Source: an optimization exercise on an open RTL-to-GDS flow (aim: small area, a short achievable clock period and few clock cycles per item). Production flows keep margins and buffers that such runs may drop.
RTL that was checked went through simulation tests only; none was proved equivalent to the original.

==> flow/design.v (excerpt) <==
module systolic_top #(
	parameter int MAX_K = 9
) (
	input wire clk,
	input wire rst,
	input logic start_i,
	input logic [systolic_pkg::K_W-1:0] k_i,
	input systolic_pkg::word_t a_rdata_i,  
	input systolic_pkg::word_t b_rdata_i,  
	output systolic_pkg::idx_t rd_index_o,
	output logic out_we_o,
	output systolic_pkg::idx_t out_index_o,
	output systolic_pkg::word_t out_wdata_o,
	output logic done_o
);
For scale: ~180 flip-flops, ~120 I/O pins, roughly 8300 µm² of cells after synthesis.
clock: 5.0 ns
lec_check: 0
cap_margin: 20
core_margin: 2
core_utilization: 60
cts_buf_list: sky130_fd_sc_hd__clkbuf_4 sky130_fd_sc_hd__clkbuf_8
setup_slack_margin: 2.5
slew_margin: 20
standard.sh (not shown) runs the stock make flow with config.mk's settings and CLKGATE_MAP_FILE= SYNTH_SCRIPT=/design/flow/synth_recipe.tcl, a recipe that flattens the netlist after the stock synthesis.
==> flow/flow/run.sh <==
#!/bin/bash
# The standard layout, with buf_1 cells as the port buffers.
export BUFFER_PORTS_ARGS="-buffer_cell sky130_fd_sc_hd__buf_1"
bash standard.sh > standard.log 2>&1
Next try:
CORE_UTILIZATION = 40   (was 60)
After rerunning: Synthesized area does not change; setup slack improves by 64 ps; global-route usage shrinks by 7.5 points; routed wire length goes up by 3.3%; cell count rises by 9.2%; first-iteration DRC count came out lower by 21%.
Next try:
SETUP_SLACK_MARGIN = 2.75   (was 2.5)
Cell area increases by a few percent.
Critical path depth is unchanged.
Via count rises slightly.
No run of this note included a check of the RTL's function; only the layout flow was run.

---

before:
Another version of the RTL of systolic_top (not shown whole).
For scale: roughly 120 I/O pins.
## systolic_top
module systolic_top #(
	parameter int MAX_K = 9
) (
	input wire clk,
	input wire rst,
	input logic start_i,
	input logic [systolic_pkg::K_W-1:0] k_i,
	input systolic_pkg::word_t a_rdata_i,  
	input systolic_pkg::word_t b_rdata_i,  
	output systolic_pkg::idx_t rd_index_o,
	output logic out_we_o,
	output systolic_pkg::idx_t out_index_o,
	output systolic_pkg::word_t out_wdata_o,
	output logic done_o
);
	localparam int K_W = systolic_pkg::K_W;
	localparam int CS_W = 14;
	logic run_q;              
	logic [K_W-1:0] t_q;      
	logic [3:0] roh_q;        
	logic [K_W-1:0] klast_q;  
	logic k1_q;               
	logic last_q;             
	logic [K_W-1:0] klast_in;
	logic k1_in;
	logic idle;
	logic active;
	logic last;
	logic last_d;
	logic [7:0] a_sel;
	logic [7:0] a_q;          
	logic [7:0] a3_q;         
	logic [3:0] e1_q [4];     
	logic [3:0] e2_q [4];     
	logic [3:0] e3_q [4];     
	logic first1_q;           
	logic last1_q;            
	logic fin1_q;             
	logic [CS_W-1:0] cs_q [4];
	logic first2_q;
	logic last2_q;
	logic fin2_q;
	logic [7:0] acc_q [4];
	logic we_q;
	logic [1:0] wrow_q;       
	logic done_q;
	always_comb begin
  ...
Settings: LEC_CHECK=0, CAP_MARGIN=20, CORE_MARGIN=2, CORE_UTILIZATION=40, CTS_BUF_LIST=sky130_fd_sc_hd__clkbuf_4 sky130_fd_sc_hd__clkbuf_8, SETUP_SLACK_MARGIN=2.9, SLEW_MARGIN=20; clock period 5.0 ns.
Scripts as last shown in full above: flow/flow/run.sh
Testbench counts of before, summed over its fixed seeds: cycles 27,344, items 1,200.
[inputs] after vs before
Settings: SETUP_SLACK_MARGIN: 2.9 -> 2.75; ABC_AREA: unset -> 1.
[summary]
- Non-clock buffer instance count of the final layout, before and after: lower on after
- Status: least setup slack across all paths after layout parity (before, after)
- Compared with before, in after final non-filler cell total grew by 373, share of the final layout cell area in multi-input gates shows no meaningful change.
- after vs. before: number of clock buffer instances in the layout essentially unchanged, maximum frequency essentially unchanged, clock network area share essentially unchanged, buffer share of cell area decreased 1.6 points.
- Changes observed in after relative to before: transition time of the tightest slew-check pin went down by 17 ps; overall global routing resource usage rose by 0.88 points.

---

Starting RTL as in the previous note.
Settings: LEC_CHECK=0, CAP_MARGIN=20, CORE_MARGIN=2, CORE_UTILIZATION=40, CTS_BUF_LIST=sky130_fd_sc_hd__clkbuf_4 sky130_fd_sc_hd__clkbuf_8, CTS_CLUSTER_DIAMETER=100, CTS_CLUSTER_SIZE=30, SETUP_SLACK_MARGIN=2.75, SLEW_MARGIN=20; clock period 5.0 ns.
Scripts as last shown in full above: flow/flow/run.sh
Testbench counts at the start, summed over its fixed seeds: cycles 27,344, items 1,200.
Edit:
- CTS_CLUSTER_DIAMETER: 100 -> default
- CTS_CLUSTER_SIZE: 30 -> default
- SETUP_SLACK_MARGIN: 2.75 -> 3.0
Final area went up by roughly a tenth.
Worst setup slack gains 43 ps.
Edit:
- SETUP_SLACK_MARGIN: 3.0 -> 2.75
What happened: Utilization drops by 4.2 points; cell area went down by about 8%; non-clock buffer count goes down by 36; via count goes down by 3.4%; final cell count falls by about 3%.

---

The RTL this note starts from:
==> flow/design.v <==
`default_nettype none
package systolic_pkg;
	localparam int ELEM_W = 8;  
	localparam int DIM = 4;  
	localparam int WORD_W = DIM * ELEM_W;
	localparam int IDX_W = 8;
	localparam int K_W = 4;
	localparam int ROW_W = $clog2(DIM);  
	typedef logic [ELEM_W-1:0] elem_t;
	typedef elem_t lane_vec_t [DIM];  
	typedef logic [WORD_W-1:0] word_t;
	typedef logic [IDX_W-1:0] idx_t;
	typedef enum logic [2:0] {
		SEQ_IDLE,
		SEQ_FEED,
		SEQ_DRAIN,
		SEQ_WRITE,
		SEQ_DONE
	} seq_state_t;
endpackage
`default_nettype wire
`default_nettype none
module mac_s1 (
	input wire [7:0] a_i,
	input wire [7:0] b_i,
	output wire [20:0] cs_o
);
	wire [7:0] pp0 = {8{a_i[0]}} & b_i[7:0];
	wire [6:0] pp1 = {7{a_i[1]}} & b_i[6:0];
	wire [5:0] pp2 = {6{a_i[2]}} & b_i[5:0];
	wire [4:0] pp3 = {5{a_i[3]}} & b_i[4:0];
	wire [3:0] pp4 = {4{a_i[4]}} & b_i[3:0];
	wire [2:0] pp5 = {3{a_i[5]}} & b_i[2:0];
	wire [1:0] pp6 = {2{a_i[6]}} & b_i[1:0];
	wire [0:0] pp7 = {1{a_i[7]}} & b_i[0:0];
	wire w1;
	wire w2;
	wire w3;
	wire w4;
	wire w5;
	wire w6;
	wire w7;
	wire w8;
	wire w9;
	wire w10;
	wire w11;
	wire w12;
	wire w13;
	wire w14;
	wire w15;
	wire w16;
	wire w17;
	wire w18;
	wire w19;
	wire w20;
	wire w21;
	wire w22;
	wire w23;
	wire w24;
	wire w25;
	assign w1 = pp0[6] ^ pp1[5];
	assign w2 = pp0[6] & pp1[5];
	assign w3 = pp0[7] ^ pp1[6] ^ pp2[5];
	assign w4 = pp3[4] ^ pp4[3];
	assign w5 = pp0[4] ^ pp1[3];
	assign w6 = pp0[4] & pp1[3];
	assign w7 = pp0[5] ^ pp1[4] ^ pp2[3];
	assign w8 = (pp0[5] & pp1[4]) | (pp0[5] & pp2[3]) | (pp1[4] & pp2[3]);
	assign w9 = pp3[2] ^ pp4[1];
	assign w10 = pp3[2] & pp4[1];
	assign w11 = pp2[4] ^ pp3[3] ^ pp4[2];
	assign w12 = (pp2[4] & pp3[3]) | (pp2[4] & pp4[2]) | (pp3[3] & pp4[2]);
	assign w13 = pp5[1] ^ pp6[0] ^ w1;
	assign w14 = (pp5[1] & pp6[0]) | (pp5[1] & w1) | (pp6[0] & w1);
	assign w15 = pp5[2] ^ pp6[1] ^ pp7[0];
	assign w16 = w3 ^ w4 ^ w2;
	assign w17 = pp0[3] ^ pp1[2];
	assign w18 = pp0[3] & pp1[2];
	assign w19 = pp2[2] ^ pp3[1] ^ pp4[0];
	assign w20 = (pp2[2] & pp3[1]) | (pp2[2] & pp4[0]) | (pp3[1] & pp4[0]);
	assign w21 = pp5[0] ^ w7 ^ w9;
	assign w22 = (pp5[0] & w7) | (pp5[0] & w9) | (w7 & w9);
	assign w23 = w11 ^ w13 ^ w8;
	assign w24 = (w11 & w13) | (w11 & w8) | (w13 & w8);
	assign w25 = w15 ^ w16 ^ w12;
	assign cs_o = {w24, w25, w14, w22, w23, w10, w20, w21, w6, w18, w19, w5, w17, pp3[0], pp2[1], pp2[0], pp1[1], pp0[2], pp1[0], pp0[1], pp0[0]};
endmodule
module mac_s2 (
	input wire [20:0] cs_i,
	input wire [7:0] acc_i,
	output wire [7:0] y_o
);
	wire w1;
	wire w2;
	wire w3;
	wire w4;
	wire w5;
	wire w6;
	wire w7;
	wire w8;
	wire w9;
	wire w10;
	wire w11;
	wire w12;
	wire w13;
	wire w14;
	wire w15;
	wire w16;
	wire w17;
	wire w18;
	wire w19;
	wire w20;
	wire w21;
	wire w22;
	wire w23;
	wire w24;
	assign w1 = cs_i[3] ^ cs_i[4];
	assign w2 = cs_i[3] & cs_i[4];
	assign w3 = cs_i[6] ^ cs_i[7] ^ cs_i[8];
	assign w4 = (cs_i[6] & cs_i[7]) | (cs_i[6] & cs_i[8]) | (cs_i[7] & cs_i[8]);
	assign w5 = cs_i[9] ^ cs_i[10] ^ cs_i[11];
	assign w6 = (cs_i[9] & cs_i[10]) | (cs_i[9] & cs_i[11]) | (cs_i[10] & cs_i[11]);
	assign w7 = cs_i[12] ^ cs_i[13] ^ cs_i[14];
	assign w8 = (cs_i[12] & cs_i[13]) | (cs_i[12] & cs_i[14]) | (cs_i[13] & cs_i[14]);
	assign w9 = cs_i[15] ^ cs_i[16] ^ cs_i[17];
	assign w10 = (cs_i[15] & cs_i[16]) | (cs_i[15] & cs_i[17]) | (cs_i[16] & cs_i[17]);
	assign w11 = cs_i[18] ^ cs_i[19] ^ cs_i[20];
	assign w12 = cs_i[1] ^ cs_i[2];
	assign w13 = cs_i[1] & cs_i[2];
	assign w14 = cs_i[5] ^ acc_i[2] ^ w1;
	assign w15 = (cs_i[5] & acc_i[2]) | (cs_i[5] & w1) | (acc_i[2] & w1);
	assign w16 = acc_i[3] ^ w3 ^ w2;
	assign w17 = (acc_i[3] & w3) | (acc_i[3] & w2) | (w3 & w2);
	assign w18 = acc_i[4] ^ w5 ^ w4;
	assign w19 = (acc_i[4] & w5) | (acc_i[4] & w4) | (w5 & w4);
	assign w20 = acc_i[5] ^ w7 ^ w6;
	assign w21 = (acc_i[5] & w7) | (acc_i[5] & w6) | (w7 & w6);
	assign w22 = acc_i[6] ^ w9 ^ w8;
	assign w23 = (acc_i[6] & w9) | (acc_i[6] & w8) | (w9 & w8);
	assign w24 = acc_i[7] ^ w11 ^ w10;
	assign y_o = {w24, w22, w20, w18, w16, w14, acc_i[1], cs_i[0]} + {w23, w21, w19, w17, w15, w13, w12, acc_i[0]};
endmodule
`default_nettype wire
`timescale 1ns/1ns
`default_nettype none
module systolic_top #(
	parameter int MAX_K = 9
) (
	input wire clk,
	input wire rst,
	input logic start_i,
	input logic [systolic_pkg::K_W-1:0] k_i,
	input systolic_pkg::word_t a_rdata_i,  
	input systolic_pkg::word_t b_rdata_i,  
	output systolic_pkg::idx_t rd_index_o,
	output logic out_we_o,
	output systolic_pkg::idx_t out_index_o,
	output systolic_pkg::word_t out_wdata_o,
	output logic done_o
);
	localparam int K_W = systolic_pkg::K_W;
	localparam int CS_W = 21;
	logic run_q;              
	logic [K_W-1:0] t_q;      
	logic [1:0] r_q;          
	logic [K_W-1:0] klast_q;  
	logic k1_q;               
	logic last_q;             
	logic [K_W-1:0] klast_in;
	logic k1_in;
	logic idle;
	logic active;
	logic last;
	logic last_d;
	logic [7:0] a_q;          
	logic [31:0] b_q;         
	logic first1_q;           
	logic last1_q;            
	logic [1:0] r1_q;
	logic fin1_q;             
	logic [CS_W-1:0] cs_q [4];
	logic first2_q;
	logic last2_q;
	logic [1:0] r2_q;
	logic fin2_q;
	logic [7:0] acc_q [4];
	logic we_q;
	logic [1:0] wrow_q;
	logic done_q;
	always_comb begin
		if (k_i > K_W'(MAX_K)) begin
			klast_in = K_W'(MAX_K - 1);
		end else if (k_i == '0) begin
			klast_in = '0;
		end else begin
			klast_in = k_i - K_W'(1);
		end
	end
	assign idle = ~run_q & ~fin1_q & ~fin2_q & ~done_q;
	assign active = run_q | (idle & start_i);
	assign k1_in = (k_i[K_W-1:1] == '0);
	assign last = run_q ? last_q : k1_in;
	always_comb begin
		if (last) begin
			last_d = run_q ? k1_q : k1_in;  
		end else if (run_q) begin
			last_d = (t_q + K_W'(1) == klast_q);
		end else begin
			last_d = (k_i == K_W'(2));
		end
	end
	always_ff @(posedge clk or posedge rst) begin
		if (rst) begin
			run_q <= 1'b0;
			last_q <= 1'b0;
			t_q <= '0;
			r_q <= '0;
			last1_q <= 1'b0;
			fin1_q <= 1'b0;
			last2_q <= 1'b0;
			fin2_q <= 1'b0;
			we_q <= 1'b0;
			done_q <= 1'b0;
		end else begin
			if (active) begin
				run_q <= ~(last & (r_q == 2'd3));
				last_q <= last_d;
				if (last) begin
					t_q <= '0;
					r_q <= r_q + 2'd1;
				end else begin
					t_q <= t_q + K_W'(1);
				end
			end
			last1_q <= active & last;
			fin1_q <= active & last & (r_q == 2'd3);
			last2_q <= last1_q;
			fin2_q <= fin1_q;
			we_q <= last2_q;
			done_q <= fin2_q;
		end
	end
	always_ff @(posedge clk) begin
		if (idle) begin
			klast_q <= klast_in;
			k1_q <= k1_in;
		end
		first1_q <= (t_q == '0);
		first2_q <= first1_q;
		r1_q <= r_q;
		r2_q <= r1_q;
		wrow_q <= r2_q;
		b_q <= b_rdata_i;
		case (r_q)
			2'd0: a_q <= a_rdata_i[31:24];
			2'd1: a_q <= a_rdata_i[23:16];
			2'd2: a_q <= a_rdata_i[15:8];
			default: a_q <= a_rdata_i[7:0];
		endcase
	end
	for (genvar c = 0; c < 4; c++) begin : g_mac
		logic [CS_W-1:0] cs_d;
		logic [7:0] acc_in;
		logic [7:0] acc_d;
		mac_s1 s1_inst (
			.a_i(a_q),
			.b_i(b_q[31-8*c -: 8]),
			.cs_o(cs_d)
		);
		assign acc_in = first2_q ? 8'd0 : acc_q[c];
		mac_s2 s2_inst (
			.cs_i(cs_q[c]),
			.acc_i(acc_in),
			.y_o(acc_d)
		);
		always_ff @(posedge clk) begin
			cs_q[c] <= cs_d;
			acc_q[c] <= acc_d;
		end
		assign out_wdata_o[8*c +: 8] = acc_q[c];
	end
	assign rd_index_o = {4'b0, t_q};
	assign out_we_o = we_q;
	assign out_index_o = {6'b0, wrow_q};
	assign done_o = done_q;
endmodule
`default_nettype wire
Settings: LEC_CHECK=0, CAP_MARGIN=20, CORE_MARGIN=2, CORE_UTILIZATION=40, SETUP_SLACK_MARGIN=2.5, SLEW_MARGIN=20; clock period 5.0 ns.
run.sh (not shown) runs the stock make flow with config.mk's settings and CLKGATE_MAP_FILE= SYNTH_SCRIPT=/design/flow/synth_recipe.tcl, a recipe that flattens the netlist after the stock synthesis.
Stock flow here: none of the scripts above is used.
The baseline completed with no timing, DRC or antenna violations.
Edit:
- SETUP_SLACK_MARGIN: 2.5 -> 2.9
The new run finished with timing, DRC and antenna clean.
Wire length grows by 5.9%.
Die area stays the same.
Cell count grows by 1.1%.
Clock-buffer cell count does not change.
No run of this note included a check of the RTL's function; only the layout flow was run.

---

systolic_top, a different RTL version from the one above (not shown whole).
For scale: about 92 flip-flops, ~120 I/O pins, roughly 7200 µm² of cells after synthesis.
export LEC_CHECK = 0
export ABC_CLOCK_PERIOD_IN_PS = 2000
export CAP_MARGIN = 20
export CORE_MARGIN = 2
export CORE_UTILIZATION = 40
export SLEW_MARGIN = 20
create_clock -name core_clock -period 5.0 [get_ports {clk}]
Next try:
ABC_CLOCK_PERIOD_IN_PS = unset   (was 2000)
SETUP_SLACK_MARGIN = 1.5   (was unset)
Effect:
- The changed run went through all stages and came out clean
- cell area came out higher by about 8%
- via count came out higher by 0.34%
- clock skew barely changes
- global-route usage came out higher by 1.0 points
Next try:
SETUP_SLACK_MARGIN = unset   (was 1.5)
The new run went through all stages and came out clean.
Synthesized area does not change.
Final cell count is lower by 2.1%.
Wire length is lower by 3.8%.
Critical path depth is lower by 1.
Design area is lower by 7.2%.
Worst hold slack is better by 0.0030 ns.
No functional check of the RTL was part of any run of this note.

==> what the ideal ports hide <==
No port has a modelled driver above. Below, the same layouts with a new extraction and two added sets of constraints. Step 1: set_driving_cell puts a clkbuf_16 on clk and a buf_2 on each other input, an assumption about the parent block. Step 2 also shifts input and output timing later by t, the mid clock arrival at the registers, as if the neighbouring blocks saw the same clock. Three values: ideal, step 1, step 2; two values: the first two.
| run | shift t [ns] | setup slack, ns | latest minus earliest clock arrival (ns) |
|---|---|---|---|
| the first run of note 1 | 0.488 | 2.682 / 2.682 / 2.283 | 0.012 / 0.013 |
| the second run of note 1 | 0.495 | 2.745 / 2.763 / 2.268 | 0.014 / 0.014 |
| the third run of note 1 | 0.496 | 2.821 / 2.821 / 2.410 | 0.016 / 0.016 |
| before | 0.505 | 2.850 / 2.850 / 2.454 | 0.013 / 0.014 |
| after | 0.506 | 2.850 / 2.850 / 2.532 | 0.021 / 0.021 |
| the first run of note 3 | 0.498 | 2.806 / 2.806 / 2.429 | 0.011 / 0.011 |
| the second run of note 3 | 0.498 | 2.849 / 2.849 / 2.429 | 0.016 / 0.016 |
| the third run of note 3 | 0.498 | 2.806 / 2.806 / 2.429 | 0.011 / 0.011 |
| the first run of note 4 | 0.480 | 2.553 / 2.512 / 2.386 | 0.011 / 0.010 |
| the second run of note 4 | 0.474 | 2.597 / 2.597 / 2.549 | 0.014 / 0.013 |
| the first run of note 5 | 0.399 | 0.933 / 0.933 / 0.933 | 0.014 / 0.013 |
| the second run of note 5 | 0.392 | 1.355 / 1.355 / 1.355 | 0.011 / 0.012 |
| the third run of note 5 | 0.399 | 0.933 / 0.933 / 0.933 | 0.014 / 0.013 |
After both steps setup and hold are still met in every run listed. The setup slack of the second run of note 1, which loses most, moves by +0.018 ns with the drivers and by -0.477 ns with both steps.
